Context: an optimization exercise on an open-source flow, tuned for a short achievable clock period and few clock cycles. The choices shown serve that exercise and are no tape-out recipe.
The RTL was checked by simulation tests, not by an equivalence proof against the original design.
Power is estimated from default activity; no workload was simulated.

--- design.v ---
package rv_core_pkg;
	localparam int xlen = 32;
	typedef struct packed {
		logic [6:0] funct_7;
		logic [4:0] rs_2;
		logic [4:0] rs_1;
		logic [2:0] funct_3;
		logic [4:0] rd;
		logic [4:0] op;
		logic [1:0] low;
	} inst_t;
	typedef logic [4:0] reg_index_t;
	localparam logic [4:0] op_lui     = 5'b01101;
	localparam logic [4:0] op_jal     = 5'b11011;
	localparam logic [4:0] op_branch  = 5'b11000;
	localparam logic [4:0] op_store   = 5'b01000;
	localparam logic [4:0] op_alu_imm = 5'b00100;
	localparam logic [4:0] op_alu_reg = 5'b01100;
	localparam logic [2:0] f3_add  = 3'b000;
	localparam logic [2:0] f3_sll  = 3'b001;
	localparam logic [2:0] f3_slt  = 3'b010;
	localparam logic [2:0] f3_sltu = 3'b011;
	localparam logic [2:0] f3_xor  = 3'b100;
	localparam logic [2:0] f3_srl  = 3'b101;
	localparam logic [2:0] f3_or   = 3'b110;
	localparam logic [2:0] f3_and  = 3'b111;
	localparam logic [2:0] f3_beq  = 3'b000;
	localparam logic [2:0] f3_bne  = 3'b001;
	localparam logic [2:0] f3_blt  = 3'b100;
	localparam logic [2:0] f3_bge  = 3'b101;
	localparam logic [2:0] f3_bltu = 3'b110;
	localparam logic [2:0] f3_bgeu = 3'b111;
	typedef enum logic [3:0] {
		alu_add, alu_sub, alu_sll, alu_slt, alu_sltu, alu_xor,
		alu_srl, alu_sra, alu_or, alu_and, alu_pass
	} alu_op_t;
	typedef enum logic [2:0] {
		br_none, br_beq, br_bne, br_blt, br_bge, br_bltu, br_bgeu
	} branch_op_t;
	typedef struct packed {
		logic [xlen-1:0] pc;
		inst_t           inst;
	} fetch_item_t;
	typedef struct packed {
		logic [xlen-1:0] pc;
		logic [xlen-1:0] value_1;
		logic [xlen-1:0] value_2;
		reg_index_t      rs_1;
		reg_index_t      rs_2;
		reg_index_t      rd;
		logic [xlen-1:0] imm;
		logic [3:0]      alu_op;
		branch_op_t      branch_op;
		logic            use_imm;
		logic            is_jal;
		logic            is_store;
		logic            writes_rd;
	} decode_item_t;
endpackage
module rv_core
#(
	parameter int              addr_bits = 30,
	parameter logic [31:0]     reset_pc  = '0
) (
	input  logic                 clock,
	input  logic                 rst,
	output logic [31:0]          pc_out,
	output logic                 inst_strobe,
	input  logic [31:0]          inst_in,
	input  logic                 inst_ack,
	output logic [addr_bits-1:0] addr,
	output logic [31:0]          data_out,
	output logic [3:0]           select,
	output logic                 write,
	output logic                 data_strobe,
	input  logic                 data_ack
);
	logic [31:0] pc;
	logic        d_valid;
	logic [31:0] d_inst;
	logic [31:0] d_pc;
	logic        d_fix;       
	logic        fix_pending;  
	logic [31:0] fix_target;
	logic        x_valid;
	logic [31:0] x_a, x_b, x_imm;
	logic [4:0]  x_sh;           
	logic [31:0] x_ca, x_cb;     
	logic        x_sel_add, x_sel_sub, x_sel_slt, x_sel_sltu, x_sel_xor, x_sel_or, x_sel_and;
	logic        x_sel_sll, x_sel_sr, x_arith;
	logic        x_writes;
	logic [4:0]  x_rd;
	logic        x_m_eq, x_m_ne, x_m_lt, x_m_ge, x_m_ltu, x_m_geu;
	logic [31:0] x_alt_pc;
	logic        x_store;
	logic        w_valid;
	logic [4:0]  w_rd;
	logic [31:0] w_value;
	logic [31:0] regs [1:31];
	logic [4:0]  d_op, d_rs1, d_rs2, d_rd;
	logic [2:0]  d_f3;
	logic        d_lui, d_jal, d_bop, d_br, d_st, d_alui, d_alur, d_alu;
	logic        d_writes, d_pred;
	logic [31:0] imm_i, imm_s, imm_b, imm_j, imm_u;
	logic [31:0] d_link, d_target;
	logic [31:0] rf_1, rf_2, d_val_1, d_val_2;
	logic        d_fwd_1, d_fwd_2;
	assign d_op  = d_inst[6:2];
	assign d_rd  = d_inst[11:7];
	assign d_f3  = d_inst[14:12];
	assign d_rs1 = d_inst[19:15];
	assign d_rs2 = d_inst[24:20];
	assign imm_i = {{20{d_inst[31]}}, d_inst[31:20]};
	assign imm_s = {{20{d_inst[31]}}, d_inst[31:25], d_inst[11:7]};
	assign imm_b = {{19{d_inst[31]}}, d_inst[31], d_inst[7], d_inst[30:25], d_inst[11:8], 1'b0};
	assign imm_j = {{11{d_inst[31]}}, d_inst[31], d_inst[19:12], d_inst[20], d_inst[30:21], 1'b0};
	assign imm_u = {d_inst[31:12], 12'b0};
	assign d_lui  = d_op == 5'b01101;
	assign d_jal  = d_op == 5'b11011;
	assign d_bop  = d_op == 5'b11000 && d_f3[2:1] != 2'b01;
	assign d_br   = d_bop && imm_b != 32'd4;
	assign d_st   = d_op == 5'b01000;
	assign d_alui = d_op == 5'b00100;
	assign d_alur = d_op == 5'b01100;
	assign d_alu  = d_alui || d_alur;
	assign d_writes = (d_lui || d_jal || d_alu) && d_rd != 5'd0;
	assign d_pred   = d_jal || (d_bop && d_inst[31]);
	assign d_link   = d_pc + 32'd4;
	logic [31:0] d_target_j, d_target_b;
	rv_add32 target_j_i (.a(d_pc), .b(imm_j), .sum(d_target_j));
	rv_add32 target_b_i (.a(d_pc), .b(imm_b), .sum(d_target_b));
	assign d_target = d_jal ? d_target_j : d_target_b;
	assign rf_1 = (d_rs1 == 5'd0) ? 32'd0 : regs[d_rs1];
	assign rf_2 = (d_rs2 == 5'd0) ? 32'd0 : regs[d_rs2];
	assign d_val_1 = (w_valid && w_rd == d_rs1) ? w_value : rf_1;
	assign d_val_2 = (w_valid && w_rd == d_rs2) ? w_value : rf_2;
	assign d_fwd_1 = x_valid && x_writes && x_rd == d_rs1 && !d_lui && !d_jal;
	assign d_fwd_2 = x_valid && x_writes && x_rd == d_rs2 && (d_alur || d_bop || d_st);
	logic [31:0] sum, diff, shl, shr, result, st_addr;
	logic        eq, lt, ltu, mispredict, d_hold, push;
	assign sum  = x_a + x_b;
	assign diff = x_a - x_b;
	assign shl  = x_a << x_sh;
	assign shr  = 32'($signed({x_arith && x_a[31], x_a}) >>> x_sh);
	assign eq  = x_ca == x_cb;
	assign lt  = $signed(x_ca) < $signed(x_cb);
	assign ltu = x_ca < x_cb;
	assign result = ({32{x_sel_add}}  & sum)
		| ({32{x_sel_sub}}  & diff)
		| ({32{x_sel_slt}}  & {31'd0, $signed(x_a) < $signed(x_b)})
		| ({32{x_sel_sltu}} & {31'd0, x_a < x_b})
		| ({32{x_sel_xor}}  & (x_a ^ x_b))
		| ({32{x_sel_or}}   & (x_a | x_b))
		| ({32{x_sel_and}}  & (x_a & x_b))
		| ({32{x_sel_sll}}  & shl)
		| ({32{x_sel_sr}}   & shr);
	assign mispredict = x_valid && ((x_m_eq && eq) || (x_m_ne && !eq) || (x_m_lt && lt)
		|| (x_m_ge && !lt) || (x_m_ltu && ltu) || (x_m_geu && !ltu));
	assign st_addr = x_ca + x_imm;
	logic redirect_d;
	logic [31:0] pc_next;
	logic        f_fix;
	assign redirect_d = d_valid && d_fix;
	logic        f_sel_j, f_sel_b, f_sel_seq;
	logic [12:0] f_lo_j, f_lo_b;
	logic [31:0] pc_seq, pc_base;
	rv_fetch_pred fetch_pred_i (
		.pc_lo(pc[12:0]), .inst(inst_in), .inst_ack,
		.enable(!d_hold && !fix_pending),
		.sel_j(f_sel_j), .sel_b(f_sel_b), .sel_seq(f_sel_seq), .lo_j(f_lo_j), .lo_b(f_lo_b),
		.fix(f_fix)
	);
	assign pc_seq  = pc + 32'd4;
	assign pc_base = fix_pending ? fix_target : pc;
	always_comb begin
		if (mispredict)
			pc_next = x_alt_pc;
		else if (f_sel_j)
			pc_next = {pc[31:13], f_lo_j};
		else if (f_sel_b)
			pc_next = {pc[31:13], f_lo_b};
		else if (f_sel_seq)
			pc_next = pc_seq;
		else
			pc_next = pc_base;
	end
	always_ff @(posedge clock) begin
		if (rst)
			pc <= reset_pc;
		else
			pc <= pc_next;
	end
	always_ff @(posedge clock) begin
		if (rst) begin
			fix_pending <= 1'b0;
			d_valid <= 1'b0;
			x_valid <= 1'b0;
			w_valid <= 1'b0;
		end else begin
			fix_pending <= redirect_d && !mispredict;
			if (mispredict || redirect_d || fix_pending)
				d_valid <= 1'b0;
			else if (!d_hold)
				d_valid <= inst_ack;
			x_valid <= d_valid && !mispredict && !d_hold;
			w_valid <= x_valid && x_writes;
		end
	end
	always_ff @(posedge clock) begin
		if (!d_hold) begin
			d_inst <= inst_in;
			d_pc <= pc;
			d_fix <= f_fix;
		end
		fix_target <= d_target;
	end
	always_ff @(posedge clock) begin
		begin
			if (d_fwd_1)
				x_a <= result;
			else
				x_a <= d_lui ? 32'd0 : (d_jal ? d_link : d_val_1);
			if (d_fwd_2)
				x_b <= result;
			else
				x_b <= d_lui ? imm_u : (d_jal ? 32'd0 : (d_alui ? imm_i : d_val_2));
			if (d_fwd_1 && (d_bop || d_st))
				x_ca <= result;
			else
				x_ca <= d_val_1;
			if (d_fwd_2 && (d_bop || d_st))
				x_cb <= result;
			else
				x_cb <= d_val_2;
			if (d_fwd_2 && d_alur)
				x_sh <= result[4:0];
			else
				x_sh <= d_alui ? d_inst[24:20] : d_val_2[4:0];
			x_imm <= imm_s;
			x_sel_add  <= d_lui || d_jal || (d_alu && d_f3 == 3'b000 && !(d_alur && d_inst[30]));
			x_sel_sub  <= d_alur && d_f3 == 3'b000 && d_inst[30];
			x_sel_slt  <= d_alu && d_f3 == 3'b010;
			x_sel_sltu <= d_alu && d_f3 == 3'b011;
			x_sel_xor  <= d_alu && d_f3 == 3'b100;
			x_sel_or   <= d_alu && d_f3 == 3'b110;
			x_sel_and  <= d_alu && d_f3 == 3'b111;
			x_sel_sll  <= d_alu && d_f3 == 3'b001;
			x_sel_sr   <= d_alu && d_f3 == 3'b101;
			x_arith    <= d_inst[30];
			x_writes <= d_writes;
			x_rd <= d_rd;
			x_m_eq  <= d_br && d_f3 == (d_pred ? 3'b001 : 3'b000);
			x_m_ne  <= d_br && d_f3 == (d_pred ? 3'b000 : 3'b001);
			x_m_lt  <= d_br && d_f3 == (d_pred ? 3'b101 : 3'b100);
			x_m_ge  <= d_br && d_f3 == (d_pred ? 3'b100 : 3'b101);
			x_m_ltu <= d_br && d_f3 == (d_pred ? 3'b111 : 3'b110);
			x_m_geu <= d_br && d_f3 == (d_pred ? 3'b110 : 3'b111);
			x_alt_pc <= d_pred ? d_link : d_target;
			x_store <= d_st;
		end
	end
	always_ff @(posedge clock) begin
		w_rd <= x_rd;
		w_value <= result;
	end
	logic rst_rf;
	always_ff @(posedge clock)
		rst_rf <= rst;
	always_ff @(posedge clock) begin
		if (rst_rf) begin
			for (int i = 1; i < 32; i++)
				regs[i] <= '0;
		end else if (w_valid) begin
			regs[w_rd] <= w_value;
		end
	end
	assign d_hold = d_valid && d_st && q_count + {2'd0, x_valid && x_store} > 3'd3;
	assign push   = x_valid && x_store;
	logic [addr_bits-1:0] q_addr [4];
	logic [31:0]          q_data [4];
	logic [1:0]           q_head, q_tail;
	logic                 q_empty;
	logic [2:0]           q_count;
	logic                 out_free, from_q, to_q, strobe_next, empty_next;
	logic [2:0]           count_next;
	rv_sq_ctrl sq_ctrl_i (
		.push, .data_strobe, .data_ack, .empty(q_empty), .count(q_count),
		.out_free, .from_q, .to_q, .strobe_next, .count_next, .empty_next
	);
	always_ff @(posedge clock) begin
		if (rst) begin
			data_strobe <= 1'b0;
			q_head <= 2'd0;
			q_tail <= 2'd0;
			q_count <= 3'd0;
			q_empty <= 1'b1;
		end else begin
			data_strobe <= strobe_next;
			if (from_q)
				q_head <= q_head + 2'd1;
			if (to_q)
				q_tail <= q_tail + 2'd1;
			q_count <= count_next;
			q_empty <= empty_next;
		end
	end
	always_ff @(posedge clock) begin
		if (out_free) begin
			addr <= q_empty ? st_addr[addr_bits+1:2] : q_addr[q_head];
			data_out <= q_empty ? x_cb : q_data[q_head];
		end
		if (push) begin
			q_addr[q_tail] <= st_addr[addr_bits+1:2];
			q_data[q_tail] <= x_cb;
		end
	end
	assign pc_out = pc;
	assign inst_strobe = 1'b1;
	assign select = 4'b1111;
	assign write = data_strobe;
endmodule
module rv_fetch_pred (
	input  logic [12:0] pc_lo,
	input  logic [31:0] inst,
	input  logic        inst_ack,
	input  logic        enable,
	output logic        sel_j,
	output logic        sel_b,
	output logic        sel_seq,
	output logic [12:0] lo_j,
	output logic [12:0] lo_b,
	output logic        fix
);
	logic        jal, bpred, carry_b, carry_j, hi_zero_j, hi_ones_j, fix_b, fix_j;
	logic [12:0] imm_b, imm_j;
	assign jal   = inst[6:2] == 5'b11011;
	assign bpred = inst[6:2] == 5'b11000 && inst[14:13] != 2'b01 && inst[31];
	assign sel_j   = enable && inst_ack && jal;
	assign sel_b   = enable && inst_ack && bpred;
	assign sel_seq = enable && inst_ack && !jal && !bpred;
	assign imm_j = {inst[12], inst[20], inst[30:21], 1'b0};
	assign imm_b = {inst[31], inst[7], inst[30:25], inst[11:8], 1'b0};
	assign {carry_j, lo_j} = {1'b0, pc_lo} + {1'b0, imm_j};
	assign {carry_b, lo_b} = {1'b0, pc_lo} + {1'b0, imm_b};
	assign hi_zero_j = !inst[31] && inst[19:13] == 7'd0;
	assign hi_ones_j = inst[31] && inst[19:13] == 7'h7f;
	assign fix_b = !carry_b;
	assign fix_j = !((hi_zero_j && !carry_j) || (hi_ones_j && carry_j));
	assign fix = jal ? fix_j : (bpred && fix_b);
endmodule
module rv_sq_ctrl (
	input  logic       push,
	input  logic       data_strobe,
	input  logic       data_ack,
	input  logic       empty,
	input  logic [2:0] count,
	output logic       out_free,
	output logic       from_q,
	output logic       to_q,
	output logic       strobe_next,
	output logic [2:0] count_next,
	output logic       empty_next
);
	assign out_free = !data_strobe || data_ack;
	assign from_q   = out_free && !empty;
	assign to_q     = push && !(out_free && empty);
	assign strobe_next = out_free ? (!empty || push) : 1'b1;
	always_comb begin
		count_next = count;
		empty_next = empty;
		if (to_q && !from_q) begin
			count_next = count + 3'd1;
			empty_next = 1'b0;
		end else if (from_q && !to_q) begin
			count_next = count - 3'd1;
			empty_next = count == 3'd1;
		end
	end
endmodule
module rv_add32 (
	input  logic [31:0] a,
	input  logic [31:0] b,
	output logic [31:0] sum
);
	assign sum = a + b;
endmodule
--- run.sh ---
#!/bin/bash
# synth_recipe.tcl (not shown) runs the flow's synth.tcl, then flattens the netlist and writes it again
# the make line also repeats each setting of config.mk as NAME=value (left out here)
make -C /OpenROAD-flow-scripts/flow DESIGN_CONFIG=/design/flow/config.mk WORK_HOME=/design/flow/orfs CLKGATE_MAP_FILE= SYNTH_SCRIPT=/design/flow/synth_recipe.tcl finish
--- config.mk ---
export PLATFORM = sky130hd
export DESIGN_NAME = rv_core
export DESIGN_NICKNAME = rv_core
export VERILOG_FILES = /design/flow/design.v
export SDC_FILE = /design/flow/constraint.sdc
export NUM_CORES = 4
export LEC_CHECK = 0
export CAP_MARGIN = 20
export CORE_MARGIN = 2
export CORE_UTILIZATION = 40
export SETUP_SLACK_MARGIN = 5
export SLEW_MARGIN = 20
export SYNTH_HIERARCHICAL = 1
--- constraint.sdc ---
create_clock -name core_clock -period 9.0 [get_ports {clock}]
set_input_delay 1.8000 -clock core_clock [delete_from_list [all_inputs] [get_ports {clock}]]
set_output_delay 1.8000 -clock core_clock [all_outputs]
set_load 0.01 [all_outputs]
==> impl_metrics.toml, run 1 <==
[routing]
first_pass_iters = 6
ant_nets = 0
drtIter0Drc = 7811
vias = 65600
drc = 0
totalWireLength_mm = 338
routedWlPerCell_um = 31.6
routed_via_density = 6.14

[place]
placed_cells = 10300
hpwlAfterDp_mm = 218
portBuffers = 129
place_area_sq_um = 101000
finalWeightedCongestion = 1.01

[finish]
final_common_cell = "edfxtp_1"
top_regs = "regs x1024, q_data x128, q_addr x120"
regMostFlops = "regs"
stdcell_count = 10700
drive_gt1_share_pct = 21.8
final_cell_mix = "edfxtp_1, and2_1, mux4_2"
largest_reg_flops = 1024
multi_input_area_sq_um = 45200
seqCellArea_sq_um = 48500
n_fill_cell = 21400
layout.nets = 7643
synthToLayoutAreaGrowth_pct = 12.2
final_area_sq_um = 108000

[sta]
rsz0062_at_grt = "true"
fin_skew_ps = 54.2
maxSlewHeadroom_pct = 22.6
finalCritPeriodShare_pct = 46.0
setup_viol_count_final = 0
worst_pin_slew_ps = 1150
hold_viol = 0
max_freq_mhz = 241
tns_ps = 0
post-route-min-period_ps = 4140
slew_violations = 0

[synthesis]
synth_warnings = 8
synth_cell_types = 122
synth_area_leaders = "edfxtp_1, mux4_2, dfxtp_1, and2_1, ha_1"
synth_ff_type = "edfxtp_1"
yosysSeqAreaShare_pct = 50.4
yosysTopAreaCellShare_pct = 43.7
synth-edff-count = 1397
async_reset_ff_share_pct = 0
syn_avg_cell_area_sq_um = 13.0
synth_top_cell_by_area = "edfxtp_1"
syn_inst = 7402
syn_area_sq_um = 96100
ys_seq_elements = 1718

[cts]
cts_buffers = 187
clkLatencyLatePin_ps = 870
clkTransAtPathRegs_ps = 60
root_buffer = "clkbuf_16"
cts_buffer_depth = 3
cts_tree = "yes"
cts_hold_buf = 0
cts_sinks = 1718
h-tree-depth = 4

[floorplanning]
fp-row-count = 179
ios = 137
die_y_um = 494
initial_core_util_pct = 40.3
dieArea_sq_um = 244000
die_x_um = 494
fp.coreArea_sq_um = 238000

[pwr]
p_sw_uw = 6830
p_sw_share_pct = 31.0
combPwrFrac_pct = 21.5
irDropWorstVdd_uv = 178
p_per_area_nw_per_um2 = 205
leakagePower_uw = 0.0396
p_int_uw = 15200
share_seq_of_total_power_pct = 43.8
clkPwrFrac_pct = 34.7

[worst_setup_path]
critPathKind = "reg -> reg"
cp-start-kind = "flip-flop"
crit_fanout = 98
rr_worst_depth = 9
cp.arrival_ps = 4830
required_ps = 9690
cp-end-kind = "flip-flop"
rrSetupSlack_ps = 4860
worstReg2RegEnd = "x_a[7]"

[global_route]
grt_usage_pct = 27.2
grt_max_degree = 99
grt_pass1_wl_mm = 476
antenna_found_initial = 12
grt-ovfl-total = 0
grt_pass1_vias = 64400

[hold_path]
worstHoldPathCells = 0
whs_endpoint = "x_imm[4]"
holdCritPathClass = "reg -> reg"
hold_start = "d_inst[11]"

[status]
outcome = "timing/DRC/antenna clean"

[flow_run]
drv_cap = 0
worst max-delay path by stage:
stage / start / to / slack [ps] / cells after the start
4_1_cts: flip-flop / x_a[7] / 4870 / 9
2_1_floorplan: inst_in[6] / pc[19] / 5160 / 11
6_report: flip-flop / x_a[7] / 4860 / 9
3_3_place_gp: inst_in[13] / pc[31] / 3930 / 13
3_5_place_dp: inst_in[13] / pc[31] / 3920 / 13
5_1_grt: flip-flop / x_a[7] / 4920 / 9
Yosys cell counts, drive strengths merged, types with 12 or more instances:
cell	instances
o31ai	14
ha	247
a211oi	49
nand2b	40
xor2	62
o221ai	17
a21boi	16
mux2i	197
and4	16
nor4	21
nand3	84
nor2b	32
edfxtp	1397
or3	16
o21bai	27
nand4	42
and2	1006
o21a	27
and3	38
a221oi	31
or2	42
nor2	452
mux4	749
nor3	61
o22ai	48
xnor2	112
a21oi	388
a221o	12
o21ai	242
buf	167
clkbuf	421
o211ai	46
a21o	59
nand2	397
a31oi	24
inv	195
mux2	113
dfxtp	321
stage by stage:
| stage | total power [uW] | worst slack [ps] | hold WS (ps) | utilization (%) |
|---|---|---|---|---|
| 2_1_floorplan | 12500 | 5160 | 374 | - |
| 3_3_place_gp | 14300 | 3930 | 427 | 42.3 |
| 3_5_place_dp | 14300 | 3920 | 403 | 42.3 |
| 4_1_cts | 22000 | 4870 | 433 | 45.1 |
| 5_1_grt | 22700 | 4920 | 438 | 45.2 |
| 6_report | 22100 | 4860 | 441 | 45.2 |
Yosys stat by module, one instance, submodules excluded:
module         times used  cells inside  cell area (sq um)  flip-flops and latches
rv_core                 1          6763              91300                    1718
rv_add32                2           237               1780                       0
rv_fetch_pred           1           140               1050                       0
rv_sq_ctrl              1            25                183                       0
logic make-up after synthesis:
group           after synthesis  synth area share [%]
compound gates             1124                  7.77
xor+xnor                    174                  1.59
fa+ha+maj                   253                  3.34
buf+inv                     784                  3.31
flops                      1718                  50.4
mux                        1059                  20.9
other cells                   2               0.00782
simple gates               2288                  12.7
repair_timing:
action	in CTS	in global routing
pin swaps	5	2
buffers inserted	12	17
gates resized for setup	55	68
cloned	3	2
setup endpoints to repair	132	132
layer usage:
layer  track usage (%)  share of wire (%)
met1              35.8                 39
met2              42.6                 46
met3              5.79                9.2
met4              13.7                5.7
met5                 0                  0
power groups by stage:
stage	Sequential (uW)	Clock, uW	Combinational (uW)
after global routing	9700	8030	5010
after global placement	9800	0	4480
after CTS	9650	7740	4610
after floorplan	9590	0	2880
final	9660	7650	4750
after detailed placement	9820	0	4520
final cells by class:
type                       instances  share of cell area (%)
antenna                            3                 0.00696
clock buffer                     239                    4.69
clock inverter                   104                   0.899
inverter                         196                   0.682
multi-input combinational       4905                    41.9
sequential                      1718                    44.9
tap                             3167                    3.68
timing repair buffer             346                    3.18
critical path: stages, from the launching register on:
cell and delay [ps]:
dfxtp_4 650, buf_12 440, mux4_2 420, mux4_2 580
mux2i_2 440, nor2_1 70, a21oi_1 530, nand2_1 130
o211ai_1 230, a21oi_1 210
Testbench counts, summed over its fixed seeds: cycles 40,451.
==> run 2, diff against run 1 <==
==> flow/run.sh (new file) <==
#!/bin/bash
set -euo pipefail
bash standard.sh SETUP_SLACK_MARGIN=6 finish > standard.log 2>&1
==> standard.sh (new file) <==
#!/bin/bash
# synth_recipe.tcl (not shown) runs the flow's synth.tcl, then flattens the netlist and writes it again
# the make line also repeats each setting of config.mk as NAME=value (left out here)
make -C /OpenROAD-flow-scripts/flow DESIGN_CONFIG=/design/flow/config.mk WORK_HOME=/design/flow/orfs CLKGATE_MAP_FILE= SYNTH_SCRIPT=/design/flow/synth_recipe.tcl "${@:-finish}"
--- a/config.mk
+++ b/config.mk
@@ -10,3 +10,2 @@
 export CORE_UTILIZATION = 40
-export SETUP_SLACK_MARGIN = 5
 export SLEW_MARGIN = 20
removed: run.sh
==> run 2 against run 1 <==
Utilization is 4.8 points higher. Sequential power down 0.4%. Register-to-register slack better by 830 ps. Synthesized cell count did not move. Critical endpoint is now x_a[0].
==> impl_metrics.toml, run 2 <==
[status]
outcome = "timing/DRC/antenna clean"

[synthesis]
synth_area_leaders = "edfxtp_1, mux4_2, dfxtp_1, and2_1, ha_1"
synth_warnings = 8
syn_area_sq_um = 96100
syn_avg_cell_area_sq_um = 13.0
synth-edff-count = 1397
async_reset_ff_share_pct = 0
synth_common_cells = "edfxtp_1, and2_1, mux4_2, nor2_1, clkbuf_1"
synth_ff_type = "edfxtp_1"
synth_cell_types = 122
ys_seq_elements = 1718
synthMostInstantiatedCell = "edfxtp_1"
yosysSeqAreaShare_pct = 50.4
syn_inst = 7402
yosysTopAreaCellShare_pct = 43.7
synth_top_cell_by_area = "edfxtp_1"

[global_route]
grt-ovfl-total = 0
grt_max_degree = 74
antenna_found_initial = 17
grt_pass1_wl_mm = 498
grt_pass1_vias = 67100
grt_usage_pct = 28.5

[worst_setup_path]
cp.arrival_ps = 4010
crit_fanout = 6
cp-end-kind = "flip-flop"
rr_worst_depth = 13
worstReg2RegEnd = "x_a[0]"
required_ps = 9700
critPathKind = "reg -> reg"
rrSetupSlack_ps = 5690
cp-start-kind = "flip-flop"

[cts]
cts_tree = "yes"
root_buffer = "clkbuf_16"
clkLatencyLatePin_ps = 890
cts_buffer_depth = 3
cts_buffers = 186
cts_sinks = 1718
clkTransAtPathRegs_ps = 70
h-tree-depth = 4

[sta]
worst_pin_slew_ps = 1240
max_freq_mhz = 302
hold_viol = 0
maxSlewHeadroom_pct = 17.6
setup_ws_ps = 5690
finalCritPeriodShare_pct = 36.8
slew_violations = 0
setup_viol_count_final = 0
post-route-min-period_ps = 3310
tns_ps = 0
fin_skew_ps = 44.8
rsz0062_at_grt = "true"

[pwr]
p_per_area_nw_per_um2 = 198
p_sw_share_pct = 31.4
clkPwrFrac_pct = 33.3
combPwrFrac_pct = 26.0
p_sw_uw = 7430
leakagePower_uw = 0.0439
share_seq_of_total_power_pct = 40.7
total_power_uw = 23600
p_int_uw = 16200
irDropWorstVdd_uv = 207

[floorplanning]
ios = 137
fp.coreArea_sq_um = 238000
initial_core_util_pct = 40.3
dieArea_sq_um = 244000
fp-row-count = 179
die_x_um = 494
die_y_um = 494

[finish]
synthToLayoutAreaGrowth_pct = 24.2
final_area_sq_um = 119000
n_fill_cell = 20200
final_cell_mix = "edfxtp_1, and2_1, mux4_2"
final_common_cell = "edfxtp_1"
drive_gt1_share_pct = 37.2
layout.nets = 8183
regMostFlops = "regs"
top_regs = "regs x1024, q_data x128, q_addr x120"
largest_reg_flops = 1024

[hold_path]
hold_start = "x_rd[1]"
whs_endpoint = "w_rd[1]"
holdCritPathClass = "reg -> reg"
worstHoldPathCells = 0

[routing]
drtIter0Drc = 8813
routedWlPerCell_um = 32.0
first_pass_iters = 6
vias = 69500
totalWireLength_mm = 360
routed_via_density = 6.19
ant_nets = 0
drc = 0

[place]
place_area_sq_um = 101000
place_ws_ps = 4050
finalWeightedCongestion = 0.951
hpwlAfterDp_mm = 216
portBuffers = 129

[flow_run]
drv_cap = 0
[run 2: cell families (layout without fill, tap and decap cells)]
kind of cell             Yosys count  count (layout)  share of synthesized area (%)
AO/OA/AOI/OAI                   1124            1126                           7.77
XOR/XNOR                         174             174                           1.59
adder cells (fa/ha/maj)          253             253                           3.34
buffers and inverters            784            1422                           3.31
flip-flops                      1718            1718                           50.4
multiplexers                    1059            1059                           20.9
other                              2              19                        0.00782
AND/OR/NAND/NOR                 2288            2288                           12.7
[run 2: per-module statistics from Yosys, one instance, submodules excluded]
module         cell area (sq um)  copies in the design  flops+latches
rv_add32                    1780                     2              0
rv_core                    91300                     1           1718
rv_fetch_pred               1050                     1              0
rv_sq_ctrl                   183                     1              0
[run 2: how the worst max path moves through the flow]
| stage | slack [ps] | startpoint | endpoint |
|---|---|---|---|
| 3_5_place_dp | 4050 | inst_in[13] | pc[31] |
| 2_1_floorplan | 5500 | inst_in[30] | pc[12] |
| 6_report | 5690 | flip-flop | x_a[0] |
| 3_3_place_gp | 4050 | inst_in[13] | pc[31] |
| 5_1_grt | 5600 | x_b[11] | x_cb[25] |
| 4_1_cts | 5700 | x_a[0] | w_value[0] |
[run 2: timing repair]
item,4_1_cts,5_1_grt
buffers inserted,321,219
endpoints found under the setup margin,1450,875
resized for setup,1544,503
hold buffers,0,0
pin swaps,170,223
gates cloned,39,16
[run 2: area by class of cell]
| cell class | count | area [sq um] | area share, % |
|---|---|---|---|
| multi-input combinational | 4907 | 49900 | 41.8 |
| sequential | 1718 | 48800 | 40.9 |
| timing repair buffer | 885 | 9640 | 8.08 |
| clock buffer | 245 | 5110 | 4.28 |
| tap | 3167 | 3960 | 3.32 |
| clock inverter | 96 | 1100 | 0.926 |
| inverter | 196 | 774 | 0.649 |
| antenna | 12 | 30.0 | 0.0252 |
[run 2: metal layers]
metal	vias to the layer above	wire length (um)	track usage [%]
li1	29000	-	-
met1	35500	138000	38.2
met2	4067	161000	43.2
met3	817	37000	6.20
met4	0	23700	15.7
met5	-	0	0
[run 2: power groups by stage]
stage | registers, uW | clock network (uW) | logic (uW)
5_1_grt | 9650 | 8230 | 6410
3_5_place_dp | 9860 | 0 | 4450
2_1_floorplan | 9600 | 0 | 2900
4_1_cts | 9610 | 7940 | 5500
3_3_place_gp | 9830 | 0 | 4420
6_report | 9620 | 7880 | 6140
[run 2: per-stage QoR]
| step | hold WS [ps] | util (%) | std cells |
|---|---|---|---|
| finish | 434 | 50.1 | 11200 |
| global route | 428 | 50.1 | 11200 |
| CTS | 431 | 48.3 | 11000 |
| detailed placement | 449 | 42.3 | 10300 |
| global placement | 446 | 42.3 | 10300 |
| floorplan | 374 | - | 7407 |
[run 2: worst max-delay path, stage by stage, from the launching register on]
cell and delay [ps]:
dfxtp_4 360, buf_12 140, buf_12 160, buf_8 150, buf_16 130, buf_12 120, mux4_2 480, mux4_2 530
mux2i_4 340, nor2_1 100, a21oi_2 300, nor2_2 90, a21oi_1 140, o22ai_1 100
==> run 3, diff against run 2 <==
--- a/design.v
+++ b/design.v
@@ -86,6 +86,6 @@
 	logic [31:0] x_a, x_b, x_imm;
-	logic [4:0]  x_sh;           
+	logic [4:0]  x_shl, x_shr;   
 	logic [31:0] x_ca, x_cb;     
-	logic        x_sel_add, x_sel_sub, x_sel_slt, x_sel_sltu, x_sel_xor, x_sel_or, x_sel_and;
-	logic        x_sel_sll, x_sel_sr, x_arith;
+	logic        x_sel_add, x_sel_sub, x_sel_cmp, x_sel_logic, x_sel_sll, x_sel_sr;
+	logic        x_unsigned, x_xor, x_or, x_arith;
 	logic        x_writes;
@@ -142,4 +142,4 @@
 	assign diff = x_a - x_b;
-	assign shl  = x_a << x_sh;
-	assign shr  = 32'($signed({x_arith && x_a[31], x_a}) >>> x_sh);
+	assign shl  = x_a << x_shl;
+	assign shr  = 32'($signed({x_arith && x_a[31], x_a}) >>> x_shr);
 	assign eq  = x_ca == x_cb;
@@ -147,11 +147,12 @@
 	assign ltu = x_ca < x_cb;
-	assign result = ({32{x_sel_add}}  & sum)
-		| ({32{x_sel_sub}}  & diff)
-		| ({32{x_sel_slt}}  & {31'd0, $signed(x_a) < $signed(x_b)})
-		| ({32{x_sel_sltu}} & {31'd0, x_a < x_b})
-		| ({32{x_sel_xor}}  & (x_a ^ x_b))
-		| ({32{x_sel_or}}   & (x_a | x_b))
-		| ({32{x_sel_and}}  & (x_a & x_b))
-		| ({32{x_sel_sll}}  & shl)
-		| ({32{x_sel_sr}}   & shr);
+	logic [31:0] logic_out;
+	logic        less;
+	assign logic_out = x_xor ? x_a ^ x_b : (x_or ? x_a | x_b : x_a & x_b);
+	assign less = x_unsigned ? x_a < x_b : $signed(x_a) < $signed(x_b);
+	assign result = ({32{x_sel_add}}   & sum)
+		| ({32{x_sel_sub}}   & diff)
+		| ({32{x_sel_cmp}}   & {31'd0, less})
+		| ({32{x_sel_logic}} & logic_out)
+		| ({32{x_sel_sll}}   & shl)
+		| ({32{x_sel_sr}}    & shr);
 	assign mispredict = x_valid && ((x_m_eq && eq) || (x_m_ne && !eq) || (x_m_lt && lt)
@@ -234,6 +235,14 @@
 				x_cb <= d_val_2;
-			if (d_fwd_2 && d_alur)
-				x_sh <= result[4:0];
+			if (!(d_alu && d_f3 == 3'b001))
+				x_shl <= 5'd0;
+			else if (d_fwd_2 && d_alur)
+				x_shl <= result[4:0];
 			else
-				x_sh <= d_alui ? d_inst[24:20] : d_val_2[4:0];
+				x_shl <= d_alui ? d_inst[24:20] : d_val_2[4:0];
+			if (!(d_alu && d_f3 == 3'b101))
+				x_shr <= 5'd0;
+			else if (d_fwd_2 && d_alur)
+				x_shr <= result[4:0];
+			else
+				x_shr <= d_alui ? d_inst[24:20] : d_val_2[4:0];
 			x_imm <= imm_s;
@@ -241,7 +250,7 @@
 			x_sel_sub  <= d_alur && d_f3 == 3'b000 && d_inst[30];
-			x_sel_slt  <= d_alu && d_f3 == 3'b010;
-			x_sel_sltu <= d_alu && d_f3 == 3'b011;
-			x_sel_xor  <= d_alu && d_f3 == 3'b100;
-			x_sel_or   <= d_alu && d_f3 == 3'b110;
-			x_sel_and  <= d_alu && d_f3 == 3'b111;
+			x_sel_cmp   <= d_alu && d_f3[2:1] == 2'b01;
+			x_sel_logic <= d_alu && (d_f3 == 3'b100 || d_f3[2:1] == 2'b11);
+			x_unsigned  <= d_f3[0];
+			x_xor       <= d_f3 == 3'b100;
+			x_or        <= d_f3 == 3'b110;
 			x_sel_sll  <= d_alu && d_f3 == 3'b001;
==> run 3 against run 2 <==
Area after synthesis increased by 0.45%. Non-clock buffer count increased by 147. Largest power group unchanged. Still clean on timing, DRC and antenna. Critical endpoint is now pc[11]. Highest routed layer is now met5. Clock skew increased by 68 ps. Clock power increased by 3.9%. Wire length increased by 5.4%.
==> impl_metrics.toml, run 3 <==
[global_route]
grt_max_degree = 67
busiest_layer = "met2"
grt-ovfl-total = 0
grt_pass1_wl_mm = 522
antenna_found_initial = 28
use_met1_pct = 38.1
grt_usage_pct = 30.0
use_met3_pct = 6.10
grt_pass1_vias = 69600
grt_use_met2_pct = 47.8

[routing]
drc = 0
first_pass_iters = 8
vias = 70900
drtIter0Drc = 8205
ant_nets = 0
routedWlPerCell_um = 33.1
totalWireLength_mm = 379
routed_via_density = 6.19

[worst_setup_path]
cp.arrival_ps = 4160
required_ps = 9740
cp-end-kind = "flip-flop"
crit_slowest_cell = "clkdlybuf4s15_2"
crit_chain = "clkdlybuf4s15_2 > nor2_1 > o2111ai_4 > buf_4 > nor2_4 > buf_12 > or2_4 > buf_6 > nor3_4 > buf_6 > buf_12 > nor3_4 > a21oi_2 > a211oi_2"
rr_worst_depth = 18
cp-start-kind = "input pin"
crit_fanout = 6
critPathKind = "in -> reg"
rrSetupSlack_ps = 5610
cpPeakStageDelay_ps = 460

[finish]
largest_reg_flops = 1024
top_regs = "regs x1024, q_data x128, q_addr x120"
regMostFlops = "regs"
final_common_cell = "edfxtp_1"
synthToLayoutAreaGrowth_pct = 27.0
layout.nets = 8394
drive_gt1_share_pct = 39.4
final_area_sq_um = 123000
final_cell_mix = "edfxtp_1, and2_1, mux4_2"

[cts]
clkLatencyLatePin_ps = 930
h-tree-depth = 4
root_buffer = "clkbuf_16"
cts_hold_buf = 0
cts_sinks = 1723
cts_buffer_depth = 3
cts_tree = "yes"
cts_buffers = 191
clkTransAtPathRegs_ps = 70

[synthesis]
yosysTopAreaCellShare_pct = 43.5
ys_seq_elements = 1723
synthMostInstantiatedCell = "edfxtp_1"
synth_cell_types = 123
async_reset_ff_share_pct = 0
syn_avg_cell_area_sq_um = 12.9
synth_common_cells = "edfxtp_1, and2_1, mux4_2, nand2_1, nor2_1"
yosysSeqAreaShare_pct = 50.2
synth-edff-count = 1397
synth_top_cell_by_area = "edfxtp_1"
syn_area_sq_um = 96500
synth_warnings = 8
syn_inst = 7469
synth_area_leaders = "edfxtp_1, mux4_2, dfxtp_1, and2_1, ha_1"
synth_ff_type = "edfxtp_1"

[sta]
max_freq_mhz = 293
slew_violations = 0
setup_ws_ps = 5580
fin_skew_ps = 113
tns_ps = 0
setup_viol_count_final = 0
hold_viol = 0
rsz0062_at_grt = "true"
post-route-min-period_ps = 3420
maxSlewHeadroom_pct = 12.3
worst_pin_slew_ps = 1310
finalCritPeriodShare_pct = 38.0

[floorplanning]
dieArea_sq_um = 245000
fp.coreArea_sq_um = 240000
die_y_um = 495
fp-row-count = 180
ios = 137
die_x_um = 495
initial_core_util_pct = 40.2

[pwr]
irDropWorstVdd_uv = 227
leakagePower_uw = 0.0453
p_per_area_nw_per_um2 = 194
total_power_uw = 23800

[place]
place_ws_ps = 3500
finalWeightedCongestion = 0.985
portBuffers = 129
hpwlAfterDp_mm = 227
place_area_sq_um = 101000

[hold_path]
worstHoldPathCells = 2
holdCritPathClass = "reg -> reg"

[status]
outcome = "timing/DRC/antenna clean"

[flow_run]
drv_cap = 0
-- run 3: cell count changes after synthesis, sizes merged, moves of 11 or more --
cell    before  now
a211oi      49   70
a21o        59   79
a21oi      388  360
a221o       12   27
inv        195  206
nand2      397  450
nor3        61   44
o211ai      46   14
o21ai      242  277
o22ai       48   36
xnor2      112  126
-- run 3: per-layer routing --
layer,part of all wire (%),vias up
li1,-,29400
met1,37,36400
met2,46,4104
met3,9.6,986
met4,6.8,4
met5,0.0077,-
-- run 3: final timing paths --
check	start	endpoint
worst min-delay path	x_alt_pc[20]	pc[20]
worst min register to register	x_alt_pc[20]	pc[20]
worst max-delay path	inst_in[3]	pc[11]
worst max register to register	d_inst[3]	pc[11]
-- run 3: where the power goes --
group          switching (uW)  internal, uW  total [uW]
clock                    3560          4630        8190
combinational            3220          2600        5820
sequential                578          9180        9760
total                    7350         16400       23800
-- run 3: metrics by stage --
stage	cells	hold WS [ps]	util [%]
floorplan	7474	372	-
global placement	10400	454	42.1
detailed placement	10400	447	42.1
CTS	11200	450	49.1
global route	11500	485	51.0
finish	11500	438	51.0
-- run 3: layout make-up --
type	instances	area (sq um)
clock inverter	120	1500
antenna	14	35.0
sequential	1723	48900
inverter	207	827
timing repair inverter	1	7.51
fill	20100	118000
tap	3185	3990
clock buffer	235	5030
multi-input combinational	4949	50900
timing repair buffer	1032	11400
-- run 3: what timing repair did --
action                                   CTS  global route
gates resized for setup                 1682           555
pin swaps                                225           275
endpoints found under the setup margin  1309           537
cloned                                    51            15
buffers inserted                         456           219
-- run 3: kinds of logic after synthesis --
kind of cell / Yosys count / share of synthesized area, %
compound gates: 1136 / 7.87
xor+xnor: 194 / 1.76
fa+ha+maj: 253 / 3.33
buf+inv: 805 / 3.46
flops: 1723 / 50.2
mux: 1063 / 20.8
other cells: 2 / 0.00778
simple gates: 2293 / 12.5
-- run 3: worst max-delay path, delay by kind of cell --
family | cells | cell delay (ps)
buffers and inverters | 6 | 1200
and+or+nand+nor | 5 | 820
AOI/OAI and AO/OA | 3 | 330
-- run 3: modules after synthesis, one instance, submodules excluded --
| module | copies in the design | cells inside | flip-flops and latches | area [sq um] |
|---|---|---|---|---|
| rv_sq_ctrl | 1 | 25 | 0 | 183 |
| rv_add32 | 2 | 237 | 0 | 1780 |
| rv_core | 1 | 6830 | 1723 | 91700 |
| rv_fetch_pred | 1 | 140 | 0 | 1050 |
Testbench counts of run 3, summed over its fixed seeds: cycles 40,451.
==> run 4, diff against run 3 <==
--- a/design.v
+++ b/design.v
@@ -164,25 +164,9 @@
 	assign redirect_d = d_valid && d_fix;
-	logic        f_sel_j, f_sel_b, f_sel_seq;
-	logic [12:0] f_lo_j, f_lo_b;
-	logic [31:0] pc_seq, pc_base;
+	logic [31:0] f_next, pc_base;
+	assign pc_base = fix_pending ? fix_target : pc;
 	rv_fetch_pred fetch_pred_i (
-		.pc_lo(pc[12:0]), .inst(inst_in), .inst_ack,
-		.enable(!d_hold && !fix_pending),
-		.sel_j(f_sel_j), .sel_b(f_sel_b), .sel_seq(f_sel_seq), .lo_j(f_lo_j), .lo_b(f_lo_b),
-		.fix(f_fix)
+		.pc, .base(pc_base), .inst(inst_in), .inst_ack, .enable(!d_hold && !fix_pending),
+		.next(f_next), .fix(f_fix)
 	);
-	assign pc_seq  = pc + 32'd4;
-	assign pc_base = fix_pending ? fix_target : pc;
-	always_comb begin
-		if (mispredict)
-			pc_next = x_alt_pc;
-		else if (f_sel_j)
-			pc_next = {pc[31:13], f_lo_j};
-		else if (f_sel_b)
-			pc_next = {pc[31:13], f_lo_b};
-		else if (f_sel_seq)
-			pc_next = pc_seq;
-		else
-			pc_next = pc_base;
-	end
+	assign pc_next = mispredict ? x_alt_pc : f_next;
 	always_ff @(posedge clock) begin
@@ -331,3 +315,4 @@
 module rv_fetch_pred (
-	input  logic [12:0] pc_lo,
+	input  logic [31:0] pc,
+	input  logic [31:0] base,
 	input  logic [31:0] inst,
@@ -335,7 +320,3 @@
 	input  logic        enable,
-	output logic        sel_j,
-	output logic        sel_b,
-	output logic        sel_seq,
-	output logic [12:0] lo_j,
-	output logic [12:0] lo_b,
+	output logic [31:0] next,
 	output logic        fix
@@ -343,12 +324,26 @@
 	logic        jal, bpred, carry_b, carry_j, hi_zero_j, hi_ones_j, fix_b, fix_j;
-	logic [12:0] imm_b, imm_j;
+	logic        no_pred, advance;
+	logic [12:0] imm_b, imm_j, lo_j, lo_b;
+	logic [31:0] seq;
+	assign seq     = pc + 32'd4;
+	assign no_pred = pc[12:2] == 11'h7ff;
+	assign advance = enable && inst_ack;
 	assign jal   = inst[6:2] == 5'b11011;
 	assign bpred = inst[6:2] == 5'b11000 && inst[14:13] != 2'b01 && inst[31];
-	assign sel_j   = enable && inst_ack && jal;
-	assign sel_b   = enable && inst_ack && bpred;
-	assign sel_seq = enable && inst_ack && !jal && !bpred;
 	assign imm_j = {inst[12], inst[20], inst[30:21], 1'b0};
 	assign imm_b = {inst[31], inst[7], inst[30:25], inst[11:8], 1'b0};
-	assign {carry_j, lo_j} = {1'b0, pc_lo} + {1'b0, imm_j};
-	assign {carry_b, lo_b} = {1'b0, pc_lo} + {1'b0, imm_b};
+	assign {carry_j, lo_j} = {1'b0, pc[12:0]} + {1'b0, imm_j};
+	assign {carry_b, lo_b} = {1'b0, pc[12:0]} + {1'b0, imm_b};
+	always_comb begin
+		if (!advance)
+			next = base;
+		else if (no_pred)
+			next = seq;
+		else if (jal)
+			next = {pc[31:13], lo_j};
+		else if (bpred)
+			next = {pc[31:13], lo_b};
+		else
+			next = seq;
+	end
 	assign hi_zero_j = !inst[31] && inst[19:13] == 7'd0;
@@ -357,3 +352,3 @@
 	assign fix_j = !((hi_zero_j && !carry_j) || (hi_ones_j && carry_j));
-	assign fix = jal ? fix_j : (bpred && fix_b);
+	assign fix = jal ? (no_pred || fix_j) : (bpred && (no_pred || fix_b));
 endmodule
==> run 4 against run 3 <==
Utilization decreased by 2.0 points. Die area grew 1.1%. First-iteration DRC count increased by 10%. Sequential power barely moved. Maximum frequency up 0.91%. Still clean on timing, DRC and antenna. Largest cell class unchanged.
==> impl_metrics.toml, run 4 <==
[finish]
n_fill_cell = 20700
top_regs = "regs x1024, q_data x128, q_addr x120"
drive_gt1_share_pct = 36.0
final_cell_mix = "edfxtp_1, and2_1, mux4_2"
stdcell_count = 11300
synthToLayoutAreaGrowth_pct = 22.0
regMostFlops = "regs"
seqCellArea_sq_um = 48900
final_common_cell = "edfxtp_1"
multi_input_area_sq_um = 50700
layout.nets = 8249
largest_reg_flops = 1024

[sta]
maxSlewHeadroom_pct = 25.4
setup_viol_count_final = 0
hold_viol = 0
tns_ps = 0
post-route-min-period_ps = 3380
worst_pin_slew_ps = 1120
fin_skew_ps = 45.2
max_freq_mhz = 295
finalCritPeriodShare_pct = 37.6
rsz0062_at_grt = "true"
slew_violations = 0

[global_route]
grt-ovfl-total = 0
antenna_found_initial = 20
grt_pass1_wl_mm = 505
grt_pass1_vias = 68900
grt_usage_pct = 28.1
grt_max_degree = 71

[status]
outcome = "timing/DRC/antenna clean"

[routing]
drc = 0
ant_nets = 0
drtIter0Drc = 9025
vias = 71000
routed_via_density = 6.27
totalWireLength_mm = 363
first_pass_iters = 6
routedWlPerCell_um = 32.1

[cts]
cts_buffer_depth = 3
cts_buffers = 185
cts_tree = "yes"
h-tree-depth = 4
clkLatencyLatePin_ps = 860
clkTransAtPathRegs_ps = 60
root_buffer = "clkbuf_16"
cts_sinks = 1723

[worst_setup_path]
rrSetupSlack_ps = 5720
rr_worst_depth = 15
critPathKind = "in -> reg"
crit_family = "compound AO/OA/AOI/OAI gates"
cpPeakStageDelay_ps = 370
required_ps = 9690
cp-start-kind = "input pin"
cp.depth = 13
crit_slowest_cell = "fa_2"
crit_chain = "buf_8 > ha_4 > fa_2 > a21o_4 > buf_4 > a31o_4 > a21oi_2 > xnor2_1 > nand3_1 > a32o_2 > o2111ai_2 > mux2_4 > o221ai_2"
crit_fanout = 2
critPathBufInv = 2
cp.arrival_ps = 4070
cp-end-kind = "flip-flop"
worstReg2RegEnd = "x_ca[24]"
r2r-start = "x_a[0]"

[place]
portBuffers = 129
finalWeightedCongestion = 0.975
hpwlAfterDp_mm = 218
placed_cells = 10400

[hold_path]
worstHoldPathCells = 0
holdCritPathClass = "reg -> reg"
whs_endpoint = "w_rd[1]"
hold_start = "x_rd[1]"

[floorplanning]
fp.coreArea_sq_um = 243000
die_y_um = 498
initial_core_util_pct = 40.2
ios = 137
dieArea_sq_um = 248000
fp-row-count = 181
die_x_um = 498

[flow_run]
drv_cap = 0

[synthesis]
synth_area_leaders = "edfxtp_1, mux4_2, dfxtp_1, and2_1, ha_1"
async_reset_ff_share_pct = 0
synth-edff-count = 1397
yosysSeqAreaShare_pct = 49.7
synthMostInstantiatedCell = "edfxtp_1"
yosysTopAreaCellShare_pct = 43.0
synth_top_cell_by_area = "edfxtp_1"
synth_ff_type = "edfxtp_1"
synth_warnings = 9
syn_area_sq_um = 97600
syn_avg_cell_area_sq_um = 12.9
ys_seq_elements = 1723
synth_common_cells = "edfxtp_1, and2_1, mux4_2, nand2_1, clkbuf_1"
synth_cell_types = 120
syn_inst = 7557

[pwr]
irDropWorstVdd_uv = 149
total_power_uw = 24100
leakagePower_uw = 0.0432
p_per_area_nw_per_um2 = 202
## run 4: cell types whose count changed in the layout (fill, tap and decap cells not counted), moves of 26 or more
| cell | before | now |
|---|---|---|
| mux2_2 | 98 | 147 |
| o2111ai_1 | 4 | 34 |
| buf_12 | 105 | 55 |
| nor2_1 | 338 | 286 |
| inv_1 | 157 | 183 |
| buf_4 | 553 | 441 |
| nand2b_1 | 29 | 78 |
| buf_6 | 194 | 153 |
| nand3_1 | 61 | 98 |
## run 4: where the power goes
part	internal, uW	leakage (uW)	switching (uW)	total (uW)
registers	9310	0.0169	709	10000
logic	2840	0.0234	3640	6480
clock network	4270	0.00290	3340	7610
## run 4: area by class of cell
class	instances	area share, %
clock inverter	98	0.725
sequential	1723	41.0
clock buffer	250	4.28
tap	3202	3.36
inverter	219	0.722
antenna	6	0.0126
multi-input combinational	5012	42.6
timing repair buffer	819	7.32
## run 4: repair_timing
item / 4_1_cts / 5_1_grt
cloned: 34 / 17
hold buffers: 0 / 0
gates resized for setup: 1434 / 463
pin swaps: 163 / 245
setup buffers: 307 / 179
endpoints found under the setup margin: 1290 / 617
## run 4: worst max-delay path by stage
stage,start,endpoint,slack [ps]
finish,inst_in[8],pc[7],5620
global route,inst_in[8],pc[9],5540
CTS,inst_in[8],pc[9],5680
detailed placement,x_a[8],x_shr[0],4060
global placement,x_a[16],x_shl[0],4100
floorplan,inst_in[8],pc[9],5130
## run 4: per-module statistics from Yosys, one instance, submodules excluded
module         cell area (sq um)  times used  flip-flops and latches  cells inside
rv_sq_ctrl                   183           1                       0            25
rv_fetch_pred               2100           1                       0           332
rv_core                    91800           1                    1723          6726
rv_add32                    1780           2                       0           237
## run 4: cell families (layout without fill, tap and decap cells)
logic type	Yosys count	after routing	synth area share [%]
adders and majority gates	253	253	3.29
buffers and inverters	829	1386	3.41
AOI/OAI and AO/OA	1130	1132	7.82
xor gates and xnor gates	185	185	1.66
and+or+nand+nor	2322	2322	12.7
other	2	13	0.00769
DFF	1723	1723	49.7
muxes	1113	1113	21.4
## run 4: per-stage QoR
step	setup WS (ps)	hold WS [ps]	area [sq um]	utilization (%)
2_1_floorplan	5130	372	98100	-
3_3_place_gp	4100	449	102000	42.1
3_5_place_dp	4060	449	102000	42.1
4_1_cts	5680	395	115000	47.5
5_1_grt	5540	409	119000	49.0
6_report	5620	403	119000	49.0
## run 4: layer usage
layer | track usage [%] | share of wire, % | vias up
met5 | 0 | 0.030 | -
met4 | 13.5 | 5.6 | 12
met3 | 6.09 | 11 | 902
met2 | 44.7 | 46 | 4172
met1 | 36.6 | 38 | 36400
li1 | - | - | 29500
Testbench counts of run 4, summed over its fixed seeds: cycles 40,451.
==> run 5, diff against run 4 <==
--- a/design.v
+++ b/design.v
@@ -82,2 +82,3 @@
 	logic        d_fix;       
+	logic        d_fpred;     
 	logic        fix_pending;  
@@ -94,2 +95,5 @@
 	logic [31:0] x_alt_pc;
+	logic        x_pred;
+	logic        x_fbr;          
+	logic [3:0]  x_idx;
 	logic        x_store;
@@ -99,2 +103,3 @@
 	logic [31:0] regs [1:31];
+	logic        rst_rf;         
 	logic [4:0]  d_op, d_rs1, d_rs2, d_rd;
@@ -126,3 +131,3 @@
 	assign d_writes = (d_lui || d_jal || d_alu) && d_rd != 5'd0;
-	assign d_pred   = d_jal || (d_bop && d_inst[31]);
+	assign d_pred   = d_fpred;
 	assign d_link   = d_pc + 32'd4;
@@ -166,6 +171,18 @@
 	assign pc_base = fix_pending ? fix_target : pc;
+	logic [15:0] bht;
+	logic        u_valid, u_taken, f_pred;
+	logic [3:0]  u_idx;
 	rv_fetch_pred fetch_pred_i (
 		.pc, .base(pc_base), .inst(inst_in), .inst_ack, .enable(!d_hold && !fix_pending),
-		.next(f_next), .fix(f_fix)
+		.hist(!rst_rf && bht[pc[5:2]]), .next(f_next), .pred(f_pred), .fix(f_fix)
 	);
+	always_ff @(posedge clock) begin
+		u_valid <= x_valid && x_fbr;
+		u_idx <= x_idx;
+		u_taken <= x_pred ^ mispredict;
+		if (rst_rf)
+			bht <= 16'd0;
+		else if (u_valid)
+			bht[u_idx] <= u_taken;
+	end
 	assign pc_next = mispredict ? x_alt_pc : f_next;
@@ -198,2 +215,3 @@
 			d_fix <= f_fix;
+			d_fpred <= f_pred;
 		end
@@ -251,2 +269,5 @@
 			x_alt_pc <= d_pred ? d_link : d_target;
+			x_pred <= d_pred;
+			x_fbr <= d_br && !d_inst[31];
+			x_idx <= d_pc[5:2];
 			x_store <= d_st;
@@ -258,3 +279,2 @@
 	end
-	logic rst_rf;
 	always_ff @(posedge clock)
@@ -320,3 +340,5 @@
 	input  logic        enable,
+	input  logic        hist,
 	output logic [31:0] next,
+	output logic        pred,
 	output logic        fix
@@ -331,3 +353,4 @@
 	assign jal   = inst[6:2] == 5'b11011;
-	assign bpred = inst[6:2] == 5'b11000 && inst[14:13] != 2'b01 && inst[31];
+	assign bpred = inst[6:2] == 5'b11000 && inst[14:13] != 2'b01 && (inst[31] || hist);
+	assign pred  = jal || bpred;
 	assign imm_j = {inst[12], inst[20], inst[30:21], 1'b0};
@@ -338,11 +361,17 @@
 		if (!advance)
-			next = base;
+			next[12:0] = base[12:0];
 		else if (no_pred)
-			next = seq;
+			next[12:0] = seq[12:0];
 		else if (jal)
-			next = {pc[31:13], lo_j};
+			next[12:0] = lo_j;
 		else if (bpred)
-			next = {pc[31:13], lo_b};
+			next[12:0] = lo_b;
+		else
+			next[12:0] = seq[12:0];
+		if (!advance)
+			next[31:13] = base[31:13];
+		else if (no_pred)
+			next[31:13] = seq[31:13];
 		else
-			next = seq;
+			next[31:13] = pc[31:13];
 	end
@@ -350,3 +379,3 @@
 	assign hi_ones_j = inst[31] && inst[19:13] == 7'h7f;
-	assign fix_b = !carry_b;
+	assign fix_b = inst[31] ? !carry_b : carry_b;
 	assign fix_j = !((hi_zero_j && !carry_j) || (hi_ones_j && carry_j));
==> run 5 against run 4 <==
Non-clock buffer count is 57 lower. Final cell count is 0.86% higher. Wire length is 0.81% lower. Largest power group unchanged. Still clean on timing, DRC and antenna. Maximum frequency is 1.5% lower. Worst setup slack worse by 51 ps. Die area is 0.20% higher.
==> impl_metrics.toml, run 5 <==
[sta]
maxSlewHeadroom_pct = 15.9
worst_pin_slew_ps = 1260
setup_ws_ps = 5560
rsz0062_at_grt = "true"
hold_viol = 0
fin_skew_ps = 43.8
setup_viol_count_final = 0
max_freq_mhz = 291
tns_ps = 0
finalCritPeriodShare_pct = 38.2
post-route-min-period_ps = 3440
slew_violations = 0

[finish]
n_fill_cell = 20900
drive_gt1_share_pct = 34.0
synthToLayoutAreaGrowth_pct = 21.2
final_cell_mix = "edfxtp_1, and2_1, mux4_2"
layout.nets = 8349
top_regs = "regs x1024, q_data x128, q_addr x120"
largest_reg_flops = 1024
regMostFlops = "regs"
final_common_cell = "edfxtp_1"
multi_input_area_sq_um = 49900
final_util_pct = 48.7
seqCellArea_sq_um = 49400

[synthesis]
synth_ff_type = "edfxtp_1"
synth_common_cells = "edfxtp_1, and2_1, mux4_2, nand2_1, nor2_1"
yosysSeqAreaShare_pct = 50.2
synth_top_cell_by_area = "edfxtp_1"
yosysTopAreaCellShare_pct = 42.9
async_reset_ff_share_pct = 0
synth_area_leaders = "edfxtp_1, mux4_2, dfxtp_1, and2_1, ha_1"
synth-edff-count = 1398
synth_warnings = 9
syn_area_sq_um = 97800
synthMostInstantiatedCell = "edfxtp_1"
syn_avg_cell_area_sq_um = 12.7
synth_cell_types = 115
ys_seq_elements = 1752
syn_inst = 7703

[routing]
vias = 70700
drtIter0Drc = 8540
routedWlPerCell_um = 31.5
totalWireLength_mm = 360
first_pass_iters = 6
routed_via_density = 6.19
ant_nets = 0
drc = 0

[cts]
root_buffer = "clkbuf_16"
cts_sinks = 1752
cts_buffer_depth = 3
cts_buffers = 186
clkTransAtPathRegs_ps = 70
h-tree-depth = 4
cts_hold_buf = 0
clkLatencyLatePin_ps = 870
cts_tree = "yes"

[worst_setup_path]
crit_fanout = 5
critPathKind = "reg -> reg"
startpoint = "x_a[0]"
cp.arrival_ps = 4170
r2r-start = "x_a[0]"
cp-start-kind = "flip-flop"
required_ps = 9730
cp-end-kind = "flip-flop"

[floorplanning]
ios = 137
die_y_um = 498
dieArea_sq_um = 248000
fp.coreArea_sq_um = 243000
die_x_um = 498
fp-row-count = 181
initial_core_util_pct = 40.2

[place]
finalWeightedCongestion = 0.992
place_ws_ps = 4150
portBuffers = 129
hpwlAfterDp_mm = 220

[pwr]
irDropWorstVdd_uv = 175
p_sw_uw = 6740
leakagePower_uw = 0.0433
p_sw_share_pct = 30.0
p_per_area_nw_per_um2 = 190
p_int_uw = 15800
combPwrFrac_pct = 21.2
total_power_uw = 22500
clkPwrFrac_pct = 35.1
share_seq_of_total_power_pct = 43.7

[status]
outcome = "timing/DRC/antenna clean"

[global_route]
antenna_found_initial = 26
grt_pass1_wl_mm = 506
grt_pass1_vias = 69800
grt_max_degree = 89
grt_usage_pct = 28.1
grt-ovfl-total = 0

[hold_path]
hold_start = "x_idx[0]"
holdCritPathClass = "reg -> reg"

[flow_run]
drv_cap = 0
## run 5: cell types whose count changed in the layout (fill, tap and decap cells not counted), moves of 48 or more
cell and change:
o21ai_0 +84, nor2_1 +78, nand2_1 +99, nand2b_1 -55
mux2_2 -54, a21oi_1 +48
## run 5: repair_timing
action | CTS | global route
hold endpoints to repair | 0 | 0
gates resized for setup | 1431 | 401
pin swaps | 163 | 151
buffers inserted | 321 | 102
gates cloned | 34 | 11
endpoints found under the setup margin | 897 | 636
## run 5: power by group through the flow
stage          Combinational, uW  Sequential [uW]  Clock [uW]
4_1_cts                     4310             9790        7950
5_1_grt                     4990             9860        8270
2_1_floorplan               2300             9660           0
3_5_place_dp                3470            10000           0
6_report                    4780             9830        7890
3_3_place_gp                3450             9980           0
## run 5: final cells by class
cell class / instances / area share (%)
inverter: 211 / 0.706
clock buffer: 239 / 4.29
timing repair buffer: 762 / 6.85
clock inverter: 111 / 0.909
tap: 3202 / 3.38
antenna: 6 / 0.0127
sequential: 1752 / 41.7
multi-input combinational: 5143 / 42.1
## run 5: path summary, 6_finish.rpt
kind,slack [ps],depth (start not counted),endpoint
worst min-delay path,330,0,u_idx[0]
worst max-delay path,5560,18,x_shr[0]
worst max register to register,5560,18,x_shr[0]
worst min register to register,330,0,u_idx[0]
## run 5: metal layers
metal  global-route usage [%]  routed length (um)  part of all wire (%)  vias to the layer above
li1                         -                   -                     -                    29700
met5                        0                  52                 0.014                        -
met1                     36.3              137000                    38                    36100
met4                     13.9               20500                   5.7                        8
met3                     5.95               34900                   9.7                      868
met2                     44.9              167000                    46                     3966
## run 5: kinds of logic (layout without fill, tap and decap cells)
logic type	after synthesis	after routing	synth area share (%)
other	2	13	0.00768
buffers and inverters	815	1323	3.48
multiplexers	1032	1032	20.3
XOR/XNOR	191	191	1.71
flip-flops	1752	1752	50.2
AO/OA/AOI/OAI	1241	1243	8.05
adder cells (fa/ha/maj)	257	257	3.33
AND/OR/NAND/NOR	2413	2413	12.9
## run 5: per-stage QoR
stage	instances	cell area [sq um]	hold WS, ps
detailed placement	10600	102000	314
CTS	11300	116000	336
global placement	10600	102000	317
finish	11400	119000	332
floorplan	7708	98000	310
global route	11400	119000	343
## run 5: worst max-delay path, stage by stage, from the launching register on
cell and delay [ps]:
dfxtp_4 390, inv_4 50, ha_4 160, inv_2 50, fa_2 190, nor2b_4 160, o211ai_1 90, buf_4 160
a21oi_4 210, o31ai_4 80, buf_6 140, o21a_4 210, o41a_1 440, buf_4 170, buf_6 110, nor2_4 180
o211a_4 260, mux2_4 210, nor2_2 50
## run 5: modules after synthesis, one instance, submodules excluded
module | area (sq um) | times used | flip-flops and latches | cells inside
rv_core | 91700 | 1 | 1752 | 6823
rv_add32 | 1920 | 2 | 0 | 265
rv_sq_ctrl | 183 | 1 | 0 | 25
rv_fetch_pred | 2040 | 1 | 0 | 325
Testbench counts of run 5, summed over its fixed seeds: cycles 39,830.
==> run 6, diff against run 5 <==
--- a/config.mk
+++ b/config.mk
@@ -9,3 +9,4 @@
 export CORE_MARGIN = 2
-export CORE_UTILIZATION = 40
+export CORE_UTILIZATION = 55
+export PLACE_DENSITY = 0.7
 export SLEW_MARGIN = 20
==> run 6 against run 5 <==
Worst hold slack gained 3.2 ps. Still clean. Clock skew grew 11 ps. Total power is 0.72% lower. Largest cell class unchanged. Non-clock buffer count grew 15. Combinational power rose by 0.8%. Wire length down 2.3%. Sequential share of layout area grew 0.47 points. Via count is 2.1% higher. Final cell count shrank 7.5%. Utilization is 18 points higher. Clock power fell by 2%. Critical endpoint is now x_b[16]. First-iteration DRC count rose by 21%.
==> impl_metrics.toml, run 6 <==
[worst_setup_path]
required_ps = 9720
cp-start-kind = "flip-flop"
cp.arrival_ps = 4240
worstReg2RegEnd = "x_b[16]"
rr_worst_depth = 12
crit_family = "compound AO/OA/AOI/OAI gates"
r2r-start = "x_a[0]"
crit_chain = "buf_12 > ha_4 > fa_2 > a211oi_4 > o21ai_4 > o2111ai_4 > a21o_1 > o21ai_2 > a21oi_2 > o22ai_1 > a2111o_2 > a221o_2"
crit_slowest_cell = "a2111o_2"
critPathBufInv = 1
cp-end-kind = "flip-flop"
rrSetupSlack_ps = 5490
cpPeakStageDelay_ps = 600
crit_fanout = 4
critPathKind = "reg -> reg"

[floorplanning]
fp.coreArea_sq_um = 176000
die_y_um = 426
initial_core_util_pct = 55.4
fp-row-count = 154
die_x_um = 426
dieArea_sq_um = 181000
ios = 137

[finish]
regMostFlops = "regs"
stdcell_count = 10600
layout.nets = 8361
final_common_cell = "edfxtp_1"
final_cell_mix = "edfxtp_1, and2_1, mux4_2"
drive_gt1_share_pct = 33.9
final_util_pct = 66.4
n_fill_cell = 12600
top_regs = "regs x1024, q_data x128, q_addr x120"
synthToLayoutAreaGrowth_pct = 19.8
largest_reg_flops = 1024

[synthesis]
synth_common_cells = "edfxtp_1, and2_1, mux4_2, nand2_1, nor2_1"
synth-simple-area-share_pct = 12.9
ys_seq_elements = 1752
synth_warnings = 9
synth-edff-count = 1398
synth_ff_type = "edfxtp_1"
yosysSeqAreaShare_pct = 50.2
synth_compound_area_share_pct = 8.05
syn_avg_cell_area_sq_um = 12.7
synth_cell_types = 115
synth_xor_area_share_pct = 1.71
synth_top_family_by_area = "multiplexers"
syn_inst = 7703
syn_area_sq_um = 97800
synth_top_cell_by_area = "edfxtp_1"
synth_area_leaders = "edfxtp_1, mux4_2, dfxtp_1, and2_1, ha_1"
yosysTopAreaCellShare_pct = 42.9
synthMostInstantiatedCell = "edfxtp_1"
synthMuxAreaShare_pct = 20.3
yosys.area_share.adder_pct = 3.33
async_reset_ff_share_pct = 0

[routing]
vias = 72200
totalWireLength_mm = 352
routed_via_density = 6.83
first_pass_iters = 8
routedWlPerCell_um = 33.3
ant_nets = 0
drc = 0
drtIter0Drc = 10300

[cts]
cts_tree = "yes"
cts_buffers = 182
clkTransAtPathRegs_ps = 70
cts_sinks = 1752
cts_buffer_depth = 3
h-tree-depth = 4
clkLatencyLatePin_ps = 880
cts_hold_buf = 0
root_buffer = "clkbuf_16"

[sta]
post-route-min-period_ps = 3510
worst_pin_slew_ps = 1250
finalCritPeriodShare_pct = 39.1
fin_skew_ps = 54.6
rsz0062_at_grt = "true"
setup_ws_ps = 5490
slew_violations = 0
max_freq_mhz = 284
hold_viol = 0
setup_viol_count_final = 0
tns_ps = 0
maxSlewHeadroom_pct = 16.4

[place]
finalWeightedCongestion = 1.04
portBuffers = 129
place_ws_ps = 4330
placed_cells = 9736
hpwlAfterDp_mm = 212

[pwr]
irDropWorstVdd_uv = 227
p_per_area_nw_per_um2 = 191
leakagePower_uw = 0.0432
total_power_uw = 22300

[flow_run]
drv_cap = 0

[status]
outcome = "timing/DRC/antenna clean"

[hold_path]
whs_endpoint = "u_idx[3]"
holdCritPathClass = "reg -> reg"
hold_start = "x_idx[3]"
worstHoldPathCells = 0

[global_route]
grt-ovfl-total = 0
grt_pass1_wl_mm = 494
grt_max_degree = 80
antenna_found_initial = 14
grt_usage_pct = 38.0
grt_pass1_vias = 69400
run 6: per-layer routing:
layer	GRT usage [%]	vias to the layer above	share of wire (%)
met4	22.2	14	7.0
met3	8.97	1203	12
met5	0	-	0.031
met2	58.4	5067	45
li1	-	29700	-
met1	49.7	36200	36
run 6: repair_timing:
item,CTS,global route
setup endpoints to repair,991,592
pin swaps,179,143
gates cloned,36,12
buffers inserted,305,135
resized for setup,1408,402
run 6: modules after synthesis, one instance, submodules excluded:
module	times used	cell area, sq um
rv_add32	2	1920
rv_core	1	91700
rv_sq_ctrl	1	183
rv_fetch_pred	1	2040
run 6: through the flow:
step | instance area, sq um | hold slack [ps]
4_1_cts | 114000 | 335
3_3_place_gp | 101000 | 318
5_1_grt | 117000 | 343
3_5_place_dp | 101000 | 312
2_1_floorplan | 98000 | 310
6_report | 117000 | 335
run 6: worst register-to-register path, delay by kind of cell, from the launching register on:
family | cells | cell delay, ps
fa+ha+maj | 2 | 570
buf+inv | 1 | 130
flops | 1 | 360
compound gates | 9 | 2320
run 6: report_power, final:
part           total, uW  internal [uW]  switching, uW  leakage (uW)
registers           9810           9260            555        0.0172
clock network       7700           4370           3330       0.00295
logic               4820           2050           2770        0.0231
run 6: how the worst max path moves through the flow:
| stage | end | startpoint | slack, ps | depth (start not counted) |
|---|---|---|---|---|
| after floorplan | pc[9] | inst_in[21] | 5360 | 12 |
| after global placement | d_fix | inst_in[21] | 4310 | 11 |
| after detailed placement | d_fix | inst_in[21] | 4330 | 11 |
| after CTS | x_a[28] | x_a[0] | 5530 | 15 |
| after global routing | x_b[16] | x_a[0] | 5480 | 12 |
| final | x_b[16] | x_a[0] | 5490 | 12 |
run 6: area by class of cell:
| class | instances | area, sq um | area share, % |
|---|---|---|---|
| Multi-Input combinational cell | 5144 | 49700 | 42.4 |
| Sequential cell | 1752 | 49400 | 42.2 |
| Timing Repair Buffer | 777 | 8240 | 7.03 |
| Clock buffer | 236 | 5010 | 4.27 |
| Tap cell | 2340 | 2930 | 2.50 |
| Clock inverter | 102 | 1020 | 0.867 |
| Inverter | 211 | 853 | 0.728 |
| Antenna cell | 8 | 20.0 | 0.0171 |
run 6: cell families (layout without fill, tap and decap cells):
family	count (synthesis)	count (layout)
buffers and inverters	815	1326
other	2	15
DFF	1752	1752
and+or+nand+nor	2413	2414
adders and majority gates	257	257
muxes	1032	1032
AOI/OAI and AO/OA	1241	1243
xor gates and xnor gates	191	191

Re-timed with assumed drivers on the ports (clkbuf_16 on the clock, buf_2 on other inputs), run 6 has 5.485 ns of setup slack against 5.485 ns with ideal ports, and 4.960 ns once port delays also move by the mid clock arrival of 0.951 ns.
